This design comes from an exercise in tuning for small area on the open sky130 flow, not from production work.
In this exercise RTL edits were held to simulation tests only and were not proved equivalent to the original.
No activity file was given, so power comes from the tool's default toggle rates.

==> design/flow/design.v <==
package ysyx_23060184_rf_pkg;
  typedef enum logic {RF_CLEAR, RF_RUN} rf_state_t;
  localparam logic [31:0] RF_ZERO_VAL = 32'h0;
  localparam int RF_A5_E = 15;
  localparam int RF_A7_I = 17;
endpackage
module ysyx_23060184_regfile_mp #(
  parameter int ADDR_WIDTH = 5,
  parameter int DATA_WIDTH = 32,
  parameter int NR_READ    = 2,
  parameter int ECALL_REG  = ysyx_23060184_rf_pkg::RF_A5_E
) (
  input  logic                          clk,
  input  logic                          rst,
  input  logic                          wen,
  input  logic [ADDR_WIDTH-1:0]         waddr,
  input  logic [DATA_WIDTH-1:0]         wdata,
  input  logic [NR_READ*ADDR_WIDTH-1:0] raddr,
  input  logic                          ecall,
  output logic [NR_READ*DATA_WIDTH-1:0] rdata,
  input  logic                          issue_en,
  input  logic [ADDR_WIDTH-1:0]         issue_rd,
  output logic [NR_READ-1:0]            rbusy,
  output logic                          ready
);
  localparam int NUM = 32;
  logic       r_run;
  logic [4:0] r_lfsr;
  always_ff @(posedge clk or posedge rst) begin
    if (rst) begin
      r_run  <= 1'b0;
      r_lfsr <= 5'd1;
    end else begin
      r_lfsr <= {r_lfsr[3:0], r_lfsr[4] ^ r_lfsr[2]};
      if (r_lfsr == 5'd16) r_run <= 1'b1;
    end
  end
  assign ready = r_run;
  logic [NUM-1:1]        w_we;
  logic [NUM-1:1]        w_iss;
  logic [DATA_WIDTH-1:0] w_wd;
  logic [DATA_WIDTH-1:0] r_mem [1:NUM-1];
  logic [NUM-1:1]        w_we2;
  ysyx_23060184_rf_wdec u_wdec (.i_run(r_run), .i_en(wen), .i_addr(waddr), .o_sel(w_we),
                                .o_sel2(w_we2));
  assign w_wd = wdata & {DATA_WIDTH{r_run}};
  always_ff @(posedge clk) begin
    for (int j = 1; j < NUM; j++) begin
      if (w_we[j])  r_mem[j][DATA_WIDTH/2-1:0]          <= w_wd[DATA_WIDTH/2-1:0];
      if (w_we2[j]) r_mem[j][DATA_WIDTH-1:DATA_WIDTH/2] <= w_wd[DATA_WIDTH-1:DATA_WIDTH/2];
    end
  end
  logic [NUM-1:1] r_idle;
  logic [NUM-1:1] w_iss_n;
  assign w_iss_n = ~w_iss;
  logic [NUM-1:1] w_iss2;   
  ysyx_23060184_rf_dec u_idec (.i_en(r_run & issue_en), .i_addr(issue_rd), .o_sel(w_iss),
                               .o_sel2(w_iss2));
  always_ff @(posedge clk) begin
    r_idle <= (r_idle | w_we2) & w_iss_n;
  end
  logic [4:0] w_ra [2];
  assign w_ra[0] = raddr[4:0];
  assign w_ra[1] = ecall ? 5'(ECALL_REG) : raddr[9:5];
  for (genvar g = 0; g < 2; g++) begin : g_rd
    logic [NUM-1:1] w_sel;
    logic           w_any;
    logic [NUM-1:1] w_sel2;
    ysyx_23060184_rf_dec u_dec (.i_en(r_run), .i_addr(w_ra[g]), .o_sel(w_sel), .o_sel2(w_sel2));
    assign w_any = r_run & (|w_ra[g]);
    for (genvar b = 0; b < DATA_WIDTH; b++) begin : g_bit
      logic [NUM-1:1] w_col;
      for (genvar j = 1; j < NUM; j++) begin : g_col
        assign w_col[j] = r_mem[j][b];
      end
      ysyx_23060184_rf_aomux u_mux (.i_sel(b < DATA_WIDTH/2 ? w_sel : w_sel2), .i_d(w_col),
                                    .o_y(rdata[g*DATA_WIDTH + b]));
    end
    ysyx_23060184_rf_aomux_n u_bmux (.i_sel(w_sel2), .i_any(w_any), .i_dn(r_idle), .o_y(rbusy[g]));
  end
endmodule
module ysyx_23060184_rf_dec (
  input  logic        i_en,
  input  logic [4:0]  i_addr,
  output logic [31:1] o_sel,
  output logic [31:1] o_sel2
);
  logic [3:0] w_lo;
  logic [7:0] w_hi;
  ysyx_23060184_rf_predec u_pre (.i_lo_on(i_en), .i_lo_force(1'b0), .i_hi_force(1'b0),
                                 .i_addr(i_addr), .o_lo(w_lo), .o_hi(w_hi));
  for (genvar j = 1; j < 32; j++) begin : g_sel
    logic w_n;
    ysyx_23060184_rf_nand2 u_nand (.i_a(w_lo[j % 4]), .i_b(w_hi[j / 4]), .o_n(w_n));
    ysyx_23060184_rf_inv u_inv (.i_a(w_n), .o_y(o_sel[j]));
    ysyx_23060184_rf_inv u_inv2 (.i_a(w_n), .o_y(o_sel2[j]));
  end
endmodule
module ysyx_23060184_rf_wdec (
  input  logic        i_run,
  input  logic        i_en,
  input  logic [4:0]  i_addr,
  output logic [31:1] o_sel,
  output logic [31:1] o_sel2
);
  logic [3:0] w_lo;
  logic [7:0] w_hi;
  ysyx_23060184_rf_predec u_pre (.i_lo_on(i_en), .i_lo_force(~i_run), .i_hi_force(~i_run),
                                 .i_addr(i_addr), .o_lo(w_lo), .o_hi(w_hi));
  for (genvar j = 1; j < 32; j++) begin : g_sel
    logic w_n;
    ysyx_23060184_rf_nand2 u_nand (.i_a(w_lo[j % 4]), .i_b(w_hi[j / 4]), .o_n(w_n));
    ysyx_23060184_rf_inv u_inv (.i_a(w_n), .o_y(o_sel[j]));
    ysyx_23060184_rf_inv u_inv2 (.i_a(w_n), .o_y(o_sel2[j]));
  end
endmodule
module ysyx_23060184_rf_predec (
  input  logic       i_lo_on,
  input  logic       i_lo_force,
  input  logic       i_hi_force,
  input  logic [4:0] i_addr,
  output logic [3:0] o_lo,
  output logic [7:0] o_hi
);
  always_comb begin
    for (int k = 0; k < 4; k++)
      o_lo[k] = i_lo_force || (i_lo_on && i_addr[1:0] == 2'(k));
    for (int k = 0; k < 8; k++)
      o_hi[k] = i_hi_force || (i_addr[4:2] == 3'(k));
  end
endmodule
module ysyx_23060184_rf_nand2 (
  input  logic i_a,
  input  logic i_b,
  output logic o_n
);
  assign o_n = ~(i_a & i_b);
endmodule
module ysyx_23060184_rf_inv (
  input  logic i_a,
  output logic o_y
);
  assign o_y = ~i_a;
endmodule
module ysyx_23060184_rf_aomux (
  input  logic [31:1] i_sel,
  input  logic [31:1] i_d,
  output logic        o_y
);
  logic [10:0] w_n;
  for (genvar k = 0; k < 10; k++) begin : g_grp
    ysyx_23060184_rf_aoi222 u_aoi (.i_s(i_sel[3*k+1 +: 3]), .i_d(i_d[3*k+1 +: 3]), .o_n(w_n[k]));
  end
  assign w_n[10] = ~(i_sel[31] & i_d[31]);
  ysyx_23060184_rf_nand11 u_nand (.i_n(w_n), .o_y(o_y));
endmodule
module ysyx_23060184_rf_nand11 (
  input  logic [10:0] i_n,
  output logic        o_y
);
  assign o_y = ~&i_n;
endmodule
module ysyx_23060184_rf_aomux_n (
  input  logic [31:1] i_sel,
  input  logic        i_any,
  input  logic [31:1] i_dn,
  output logic        o_y
);
  logic [11:0] w_p;
  for (genvar k = 0; k < 10; k++) begin : g_grp
    ysyx_23060184_rf_aoi222 u_aoi (.i_s(i_sel[3*k+1 +: 3]), .i_d(i_dn[3*k+1 +: 3]), .o_n(w_p[k]));
  end
  assign w_p[10] = ~(i_sel[31] & i_dn[31]);
  assign w_p[11] = i_any;
  ysyx_23060184_rf_and12 u_and (.i_p(w_p), .o_y(o_y));
endmodule
module ysyx_23060184_rf_aoi222 (
  input  logic [2:0] i_s,
  input  logic [2:0] i_d,
  output logic       o_n
);
  assign o_n = ~|(i_s & i_d);
endmodule
module ysyx_23060184_rf_and12 (
  input  logic [11:0] i_p,
  output logic        o_y
);
  logic [2:0] w_n;
  for (genvar k = 0; k < 3; k++) begin : g_n
    ysyx_23060184_rf_nand4 u_n (.i_a(i_p[4*k +: 4]), .o_n(w_n[k]));
  end
  ysyx_23060184_rf_nor3 u_o (.i_a(w_n), .o_y(o_y));
endmodule
module ysyx_23060184_rf_nand4 (
  input  logic [3:0] i_a,
  output logic       o_n
);
  assign o_n = ~&i_a;
endmodule
module ysyx_23060184_rf_nor3 (
  input  logic [2:0] i_a,
  output logic       o_y
);
  assign o_y = ~|i_a;
endmodule
==> design/flow/flow/run.sh <==
#!/bin/bash
# Standard ORFS layout with buf_1 port buffers, a clock tree of clkbuf_8 leaves without
# dummy loads.
set -euo pipefail
export BUFFER_PORTS_ARGS="-buffer_cell sky130_fd_sc_hd__buf_1"
export CTS_ARGS="-sink_clustering_enable -repair_clock_nets -dont_use_dummy_load -root_buf sky130_fd_sc_hd__clkbuf_16 -buf_list sky130_fd_sc_hd__clkbuf_8 -sink_clustering_size 16 -sink_clustering_max_diameter 60"
bash standard.sh > orfs_make.log 2>&1
==> design/flow/standard.sh <==
#!/bin/bash
# synth_recipe.tcl (not shown) runs the flow's synth.tcl, then flattens the netlist and writes it again
# the make line also repeats each setting of config.mk as NAME=value (left out here)
make -C /OpenROAD-flow-scripts/flow DESIGN_CONFIG=/design/flow/config.mk WORK_HOME=/design/flow/orfs CLKGATE_MAP_FILE= SYNTH_SCRIPT=/design/flow/synth_recipe.tcl "${@:-finish}"
==> design/flow/config.mk <==
export PLATFORM = sky130hd
export DESIGN_NAME = ysyx_23060184_regfile_mp
export DESIGN_NICKNAME = ysyx_23060184_regfile_mp
export VERILOG_FILES = /design/flow/design.v
export SDC_FILE = /design/flow/constraint.sdc
export NUM_CORES = 4
export LEC_CHECK = 0
export CAP_MARGIN = 20
export CORE_MARGIN = 2
export CORE_UTILIZATION = 60
export SLEW_MARGIN = 20
export SYNTH_HIERARCHICAL = 1
export SYNTH_MINIMUM_KEEP_SIZE = 0
==> design/flow/constraint.sdc <==
create_clock -name core_clock -period 6.0 [get_ports {clk}]
set_input_delay 1.2000 -clock core_clock [delete_from_list [all_inputs] [get_ports {clk}]]
set_output_delay 1.2000 -clock core_clock [all_outputs]
set_load 0.01 [all_outputs]
==> impl_metrics.xml, run 1 <==
<?xml version="1.0" encoding="UTF-8"?>
<metrics>
  <group name="clocking">
    <metric name="cts_max_level" unit="">3</metric>
    <metric name="clkSlewWorstSetupHoldPaths" unit="ps">90</metric>
    <metric name="number_of_hold_buffers_added_after_cts" unit="">0</metric>
    <metric name="cts_buffer_depth" unit="">3</metric>
    <metric name="cts-resized-gates" unit="">0</metric>
    <metric name="cts_root_buf" unit="">sky130_fd_sc_hd__clkbuf_16</metric>
    <metric name="tritoncts" unit="">built</metric>
    <metric name="insertion_delay" unit="ps">620</metric>
    <metric name="number_of_clock_sinks" unit="">1029</metric>
    <metric name="cts_buffers" unit="">76</metric>
    <metric name="cts_post_setup_buffers_inserted" unit="">0</metric>
  </group>
  <group name="layout">
    <metric name="design.final.nets" unit="">2901</metric>
    <metric name="finalCoreUtilization" unit="%">65.24</metric>
    <metric name="most_frequent_cells_in_the_layout" unit="">sky130_fd_sc_hd__edfxtp_1, sky130_fd_sc_hd__a222oi_1, sky130_fd_sc_hd__inv_1, sky130_fd_sc_hd__nand2_1, sky130_fd_sc_hd__nand4_1</metric>
    <metric name="layout-drive-gt1-share" unit="%">5.947</metric>
    <metric name="final-instance-count-excl-fill" unit="">3733</metric>
    <metric name="area_delta_synth_final" unit="%">8.012</metric>
    <metric name="seq_area" unit="um^2">30560</metric>
    <metric name="final_design_area_no_fill" unit="um^2">44670</metric>
    <metric name="fillCellCount" unit="">4930</metric>
    <metric name="mostFrequentLayoutCell" unit="">sky130_fd_sc_hd__edfxtp_1</metric>
    <metric name="multi_input_area" unit="um^2">10080</metric>
  </group>
  <group name="sta">
    <metric name="achievable-frequency" unit="GHz">0.1733</metric>
    <metric name="slew_violations" unit="">0</metric>
    <metric name="setup_ws" unit="ps">228.0</metric>
    <metric name="fin_setup_tns" unit="ps">0</metric>
    <metric name="worst_slew_pin_slew" unit="ps">1213</metric>
    <metric name="setup_viol" unit="">0</metric>
    <metric name="unrepaired_setup_endpoints_after_global_routing" unit="">no</metric>
    <metric name="hold_slack" unit="ps">401.2</metric>
    <metric name="slew_headroom" unit="%">19.05</metric>
    <metric name="clock-skew-final" unit="ps">49.41</metric>
    <metric name="finalCritPeriodShare" unit="%">96.20</metric>
    <metric name="finalHoldViolations" unit="">0</metric>
    <metric name="layout_min_cycle_time" unit="ps">5772</metric>
  </group>
  <group name="floorplanning">
    <metric name="core.rowCount" unit="">96</metric>
    <metric name="design.portCount" unit="">124</metric>
    <metric name="chipHeight" unit="um">266.5</metric>
    <metric name="floorplan.core_area" unit="um^2">68470</metric>
    <metric name="initial_utilization" unit="%">60.40</metric>
    <metric name="die_area" unit="um^2">71040</metric>
    <metric name="dieWidth" unit="um">266.5</metric>
  </group>
  <group name="run_status">
    <metric name="so_faults" unit="">antenna rules</metric>
    <metric name="result_of_the_run" unit="">complete, but fails checks</metric>
  </group>
  <group name="yosys">
    <metric name="post_syn_instances" unit="">2559</metric>
    <metric name="synth.cell_area" unit="um^2">41350</metric>
    <metric name="syn_avg_cell_area" unit="um^2">16.16</metric>
    <metric name="synth-warning-count" unit="">12</metric>
  </group>
  <group name="power">
    <metric name="vdd_ir_drop_max" unit="mV">0.2232</metric>
    <metric name="total_power_of_the_final_layout" unit="mW">11.77</metric>
    <metric name="static-leakage-power" unit="nW">18.19</metric>
    <metric name="p_per_area" unit="nW/um^2">263.5</metric>
  </group>
  <group name="global_route">
    <metric name="maximum_number_of_pins_on_one_net_before_global_route_repair" unit="">38</metric>
    <metric name="wire_length_of_the_first_global_routing_pass" unit="um">194700</metric>
    <metric name="grt.overflow.total" unit="">0</metric>
    <metric name="grt.total_usage" unit="%">38.74</metric>
    <metric name="grt_antenna_before_repair" unit="">11</metric>
    <metric name="via_count_of_the_first_global_routing_pass" unit="">28500</metric>
  </group>
  <group name="drt">
    <metric name="drt-vias-per-instance" unit="">8.086</metric>
    <metric name="detail_route.first_pass.iterations" unit="">13</metric>
    <metric name="route.vias.total" unit="">30190</metric>
    <metric name="first_iter_violations" unit="">8319</metric>
    <metric name="avgRoutedWirePerCell" unit="um">37.74</metric>
    <metric name="remaining_drc_errors" unit="">0</metric>
    <metric name="wirelength" unit="um">140900</metric>
    <metric name="drt.antenna.violating_nets" unit="">1</metric>
  </group>
  <group name="critical_path">
    <metric name="timing.reg2reg.setup_slack" unit="ps">2980</metric>
    <metric name="critPathArrivalTime" unit="ps">4570</metric>
    <metric name="critical_path.endpoint_type" unit="">primary output</metric>
    <metric name="worstPathMaxFanout" unit="">17</metric>
    <metric name="critical_path.startpoint_type" unit="">input pin</metric>
    <metric name="worstPathRequired" unit="ps">4800</metric>
    <metric name="timing.setup.critical_path_class" unit="">input pin to primary output</metric>
  </group>
  <group name="placed_design">
    <metric name="postPlaceCellArea" unit="um^2">43430</metric>
    <metric name="dp_slack" unit="ps">599.7</metric>
    <metric name="post-dp-hpwl" unit="um">87500</metric>
    <metric name="placedCellCount" unit="">3647</metric>
    <metric name="globalplace.congestion" unit="">0.9709</metric>
    <metric name="numPortBuffers" unit="">123</metric>
  </group>
  <group name="worst_hold_path">
    <metric name="timing.hold.worst.class" unit="">register to register</metric>
  </group>
  <group name="job">
    <metric name="drv.max_cap_violation_count" unit="">0</metric>
  </group>
</metrics>
## sequential cells by signal (all words and copies together), names as in the netlist
signal,count
r_idle,31
r_mem,992
r_lfsr,5
r_run,1
## where the power goes
| group | internal, mW | leakage [nW] | total [mW] | switching [mW] |
|---|---|---|---|---|
| Clock | 1.28 | 0.593 | 3.41 | 2.13 |
| Sequential | 7.75 | 12.6 | 7.76 | 0.0109 |
| Combinational | 0.0758 | 5.01 | 0.593 | 0.518 |
## metal layers
layer | vias to the layer above | wire [um] | GRT usage [%]
met4 | 8 | 4832 | 11.93
li1 | 12100 | - | -
met5 | - | 94 | 0
met3 | 402 | 25250 | 12.83
met2 | 2933 | 60840 | 56.41
met1 | 14740 | 49870 | 55.76
## critical path, cell delays in order
cell,delay [ps]
sky130_fd_sc_hd__buf_1,110
sky130_fd_sc_hd__nor2b_1,450
sky130_fd_sc_hd__nand2b_1,170
sky130_fd_sc_hd__o21bai_1,540
sky130_fd_sc_hd__nand2_1,210
sky130_fd_sc_hd__inv_1,790
sky130_fd_sc_hd__a222oi_1,270
sky130_fd_sc_hd__nand4_1,420
sky130_fd_sc_hd__or3_1,230
sky130_fd_sc_hd__buf_1,160
## final cells by class
type                    count  share of cell area (%)
diodes                      9                 0.05042
well taps                 882                   2.471
flip-flops and latches   1029                   68.42
inverters                 231                   1.941
repair buffers            177                   1.986
multi-input cells        1329                   22.56
clock buffers              76                   2.569
## path summary, 6_finish.rpt
| path | from | end | depth (start not counted) |
|---|---|---|---|
| hold / removal | r_lfsr[3]$_DFF_PP0_ | r_lfsr[4]$_DFF_PP0_ | 0 |
| setup / recovery | ecall | rdata[55] | 10 |
| hold reg to reg | r_lfsr[3]$_DFF_PP0_ | r_lfsr[4]$_DFF_PP0_ | 0 |
| min in group asynchronous | rst | r_lfsr[1]$_DFF_PP0_ | 2 |
| setup reg to reg | r_run$_DFFE_PP0N_ | r_mem[19][20]$_DFFE_PP_ | 4 |
| max in group asynchronous | rst | r_lfsr[0]$_DFF_PP1_ | 2 |
==> run 2: changes to the inputs <==
--- a/design/flow/design.v
+++ b/design/flow/design.v
@@ -87,8 +87,7 @@
 );
   logic [3:0] w_lo;
   logic [7:0] w_hi;
-  ysyx_23060184_rf_predec u_pre (.i_lo_on(i_en), .i_lo_force(1'b0), .i_hi_force(1'b0),
-                                 .i_addr(i_addr), .o_lo(w_lo), .o_hi(w_hi));
+  ysyx_23060184_rf_predec_en u_pre (.i_en(i_en), .i_addr(i_addr), .o_lo(w_lo), .o_hi(w_hi));
   for (genvar j = 1; j < 32; j++) begin : g_sel
     logic w_n;
     ysyx_23060184_rf_nand2 u_nand (.i_a(w_lo[j % 4]), .i_b(w_hi[j / 4]), .o_n(w_n));
@@ -114,6 +113,17 @@
     ysyx_23060184_rf_inv u_inv2 (.i_a(w_n), .o_y(o_sel2[j]));
   end
 endmodule
+module ysyx_23060184_rf_predec_en (
+  input  logic       i_en,
+  input  logic [4:0] i_addr,
+  output logic [3:0] o_lo,
+  output logic [7:0] o_hi
+);
+  always_comb begin
+    for (int k = 0; k < 4; k++) o_lo[k] = i_en && i_addr[1:0] == 2'(k);
+    for (int k = 0; k < 8; k++) o_hi[k] = i_addr[4:2] == 3'(k);
+  end
+endmodule
 module ysyx_23060184_rf_predec (
   input  logic       i_lo_on,
   input  logic       i_lo_force,
==> run 2 against run 1 <==
Now clean on timing, DRC and antenna. Flip-flop and latch count unchanged. Routed wire length up 5.6%. Via count up 1.9%. Area after synthesis down 0.28%. Non-clock buffer count down 26. Global-route usage up 2.8 points. Utilization down 0.48 points. Highest routed layer unchanged.
==> impl_metrics.xml, run 2 <==
<?xml version="1.0" encoding="UTF-8"?>
<metrics>
  <group name="run_status">
    <metric name="result_of_the_run" unit="">finished clean</metric>
  </group>
  <group name="yosys">
    <metric name="synth-warning-count" unit="">13</metric>
    <metric name="post_syn_instances" unit="">2529</metric>
    <metric name="syn_avg_cell_area" unit="um^2">16.31</metric>
    <metric name="synth.cell_area" unit="um^2">41240</metric>
  </group>
  <group name="layout">
    <metric name="multi_input_area" unit="um^2">9862</metric>
    <metric name="design.final.nets" unit="">2813</metric>
    <metric name="most_frequent_cells_in_the_layout" unit="">sky130_fd_sc_hd__edfxtp_1, sky130_fd_sc_hd__a222oi_1, sky130_fd_sc_hd__inv_1, sky130_fd_sc_hd__nand2_1, sky130_fd_sc_hd__nand4_1</metric>
    <metric name="top_regs" unit="">r_mem (992), r_idle (31), r_lfsr (5)</metric>
    <metric name="layout-drive-gt1-share" unit="%">5.301</metric>
    <metric name="fillCellCount" unit="">5002</metric>
    <metric name="finalCoreUtilization" unit="%">64.76</metric>
    <metric name="mostFrequentLayoutCell" unit="">sky130_fd_sc_hd__edfxtp_1</metric>
    <metric name="area_delta_synth_final" unit="%">7.337</metric>
    <metric name="seq_area" unit="um^2">30560</metric>
    <metric name="regMostFlops" unit="">r_mem</metric>
    <metric name="largest_register_ff_count" unit="">992</metric>
  </group>
  <group name="critical_path">
    <metric name="regToRegStartpoint" unit="">r_run$_DFFE_PP0N_</metric>
    <metric name="critical_path.endpoint_type" unit="">primary output</metric>
    <metric name="worstPathRequired" unit="ps">4800</metric>
    <metric name="timing.setup.critical_path_class" unit="">input pin to primary output</metric>
    <metric name="critPathArrivalTime" unit="ps">4500</metric>
    <metric name="critical_path.startpoint_type" unit="">input pin</metric>
    <metric name="worstPathMaxFanout" unit="">14</metric>
    <metric name="worstSetupStartpoint" unit="">raddr[9]</metric>
  </group>
  <group name="sta">
    <metric name="setup_viol" unit="">0</metric>
    <metric name="fin_setup_tns" unit="ps">0</metric>
    <metric name="finalHoldViolations" unit="">0</metric>
    <metric name="layout_min_cycle_time" unit="ps">5703</metric>
    <metric name="worst_slew_pin_slew" unit="ps">1196</metric>
    <metric name="achievable-frequency" unit="GHz">0.1753</metric>
    <metric name="slew_headroom" unit="%">20.26</metric>
    <metric name="finalCritPeriodShare" unit="%">95.05</metric>
    <metric name="clock-skew-final" unit="ps">27.00</metric>
    <metric name="unrepaired_setup_endpoints_after_global_routing" unit="">no</metric>
    <metric name="slew_violations" unit="">0</metric>
  </group>
  <group name="clocking">
    <metric name="clkSlewWorstSetupHoldPaths" unit="ps">100</metric>
    <metric name="tritoncts" unit="">built</metric>
    <metric name="cts_post_setup_buffers_inserted" unit="">0</metric>
    <metric name="cts_buffers" unit="">77</metric>
    <metric name="cts_max_level" unit="">3</metric>
    <metric name="insertion_delay" unit="ps">610</metric>
    <metric name="cts_root_buf" unit="">sky130_fd_sc_hd__clkbuf_16</metric>
    <metric name="cts-resized-gates" unit="">0</metric>
    <metric name="cts_buffer_depth" unit="">3</metric>
    <metric name="number_of_clock_sinks" unit="">1029</metric>
    <metric name="number_of_hold_buffers_added_after_cts" unit="">0</metric>
  </group>
  <group name="power">
    <metric name="proportion_of_power_drawn_by_the_clock_network" unit="%">30.6</metric>
    <metric name="p_sw" unit="mW">2.171</metric>
    <metric name="total_power_of_the_final_layout" unit="mW">11.22</metric>
    <metric name="p_per_area" unit="nW/um^2">253.5</metric>
    <metric name="power_report.internal_total" unit="mW">9.051</metric>
    <metric name="power.combinational.fraction" unit="%">0.4</metric>
    <metric name="static-leakage-power" unit="nW">17.73</metric>
    <metric name="vdd_ir_drop_max" unit="mV">0.2124</metric>
    <metric name="swShare" unit="%">19.35</metric>
    <metric name="p_seq_share" unit="%">69.0</metric>
  </group>
  <group name="floorplanning">
    <metric name="initial_utilization" unit="%">60.33</metric>
    <metric name="design.portCount" unit="">124</metric>
    <metric name="chipHeight" unit="um">266.2</metric>
    <metric name="floorplan.core_area" unit="um^2">68350</metric>
    <metric name="die_area" unit="um^2">70840</metric>
    <metric name="core.rowCount" unit="">96</metric>
    <metric name="dieWidth" unit="um">266.2</metric>
  </group>
  <group name="drt">
    <metric name="remaining_drc_errors" unit="">0</metric>
    <metric name="route.vias.total" unit="">30750</metric>
    <metric name="wl_met2" unit="um">66660</metric>
    <metric name="first_iter_violations" unit="">8251</metric>
    <metric name="drt.antenna.violating_nets" unit="">0</metric>
    <metric name="detail_route.first_pass.iterations" unit="">14</metric>
    <metric name="m1WireLength" unit="um">48200</metric>
    <metric name="avgRoutedWirePerCell" unit="um">40.83</metric>
    <metric name="drt-vias-per-instance" unit="">8.439</metric>
    <metric name="wirelength" unit="um">148800</metric>
    <metric name="met3WireLength" unit="um">22580</metric>
    <metric name="topRoutingLayerUsed" unit="">met5</metric>
  </group>
  <group name="global_route">
    <metric name="grt.total_usage" unit="%">41.54</metric>
    <metric name="maximum_number_of_pins_on_one_net_before_global_route_repair" unit="">32</metric>
    <metric name="wire_length_of_the_first_global_routing_pass" unit="um">207400</metric>
    <metric name="grt.overflow.total" unit="">0</metric>
    <metric name="via_count_of_the_first_global_routing_pass" unit="">29260</metric>
    <metric name="grt_antenna_before_repair" unit="">11</metric>
  </group>
  <group name="worst_hold_path">
    <metric name="holdCritStartpoint" unit="">r_lfsr[3]$_DFF_PP0_</metric>
    <metric name="timing.hold.worst.class" unit="">register to register</metric>
  </group>
  <group name="placed_design">
    <metric name="globalplace.congestion" unit="">0.9920</metric>
    <metric name="post-dp-hpwl" unit="um">90760</metric>
    <metric name="numPortBuffers" unit="">123</metric>
  </group>
  <group name="job">
    <metric name="drv.max_cap_violation_count" unit="">0</metric>
  </group>
</metrics>
## run 2: changes by cell type in the layout (fill, tap and decap cells not counted), moves of 11 or more
cell / before / now
sky130_fd_sc_hd__and2_1: 1 / 12
sky130_fd_sc_hd__and2_2: 32 / 21
sky130_fd_sc_hd__buf_4: 53 / 24
sky130_fd_sc_hd__conb_1: 36 / 0
sky130_fd_sc_hd__inv_1: 231 / 220
sky130_fd_sc_hd__nor3b_1: 0 / 11
sky130_fd_sc_hd__o21bai_1: 40 / 10
## run 2: worst max-delay path: stages
cell                       delay, ps
sky130_fd_sc_hd__buf_1           150
sky130_fd_sc_hd__nor2b_1         440
sky130_fd_sc_hd__nor3b_1         650
sky130_fd_sc_hd__nand2_1         250
sky130_fd_sc_hd__inv_1           690
sky130_fd_sc_hd__a222oi_1        250
sky130_fd_sc_hd__nand4_1         480
sky130_fd_sc_hd__or3_1           220
sky130_fd_sc_hd__buf_1           160
## run 2: metal layers
metal / GRT usage (%) / up-vias
met5: 0.3465 / -
met4: 26.12 / 10
met3: 10.95 / 549
met2: 63.11 / 3101
met1: 53.70 / 15140
li1: - / 11950
## run 2: cell type report
class,count,area share [%]
inverter,222,1.883
tap,882,2.493
clock buffer,77,2.623
timing repair buffer,151,1.628
multi-input combinational,1275,22.28
antenna,8,0.04523
sequential,1029,69.05
## run 2: power groups by stage
stage          logic, mW  registers (mW)  clock network, mW
2_1_floorplan     0.0163            7.90                  0
3_3_place_gp      0.0429            7.90                  0
4_1_cts           0.0446            7.74               3.46
3_5_place_dp      0.0443            7.90                  0
6_report          0.0467            7.74               3.44
5_1_grt           0.0492            7.74               3.68
## run 2: per-stage QoR
step / cells / setup WS (ps) / hold WS [ps] / area, um^2
2_1_floorplan: 2529 / 1898 / 354.0 / 41240
3_3_place_gp: 3555 / 600.1 / 361.8 / 42970
3_5_place_dp: 3558 / 687.1 / 369.7 / 43040
4_1_cts: 3635 / 663.6 / 377.9 / 44200
5_1_grt: 3636 / 328.7 / 397.9 / 44240
6_report: 3644 / 296.9 / 377.1 / 44260
## run 2: worst paths after layout
path                       slack, ps                       to  cells after the start
min in group asynchronous        450      r_lfsr[4]$_DFF_PP0_                      2
max in group asynchronous       5290      r_lfsr[0]$_DFF_PP1_                      2
min reg2reg                      380      r_lfsr[4]$_DFF_PP0_                      0
max                              300                rdata[35]                      9
min                              380      r_lfsr[4]$_DFF_PP0_                      0
max reg2reg                     2620  r_mem[11][27]$_DFFE_PP_                      4

==> afterwards: timing with drivers on the ports <==
The results above use ideal ports. As a check the final layouts listed here were re-extracted and re-timed, cells and wires unchanged.
Step 1 assumes that a clkbuf_16 drives the clock port and a buf_2 every other input.
Step 2, shift: input delay + t, output delay - t, t = (earliest + latest rising clock arrival at the registers) / 2. This alone moves slack from input paths to output paths.
Slacks: ideal ports / drivers / drivers and shift; pairs: ideal ports / drivers.
| run | shift t [ns] | slack for setup (ns) | clock arrival spread, ns | worst data-port slew with drivers (ns) | pins driven straight from the clock port |
|---|---|---|---|---|---|
| run 1 | 0.664 | 0.228 / 0.207 / 0.207 | 0.058 / 0.059 | 0.14 | 1 |
| run 2 | 0.680 | 0.297 / 0.266 / 0.266 | 0.043 / 0.043 | 0.17 | 1 |
For run 2, which loses most, drivers alone change the setup slack by -0.031 ns; drivers and shift together by -0.031 ns.
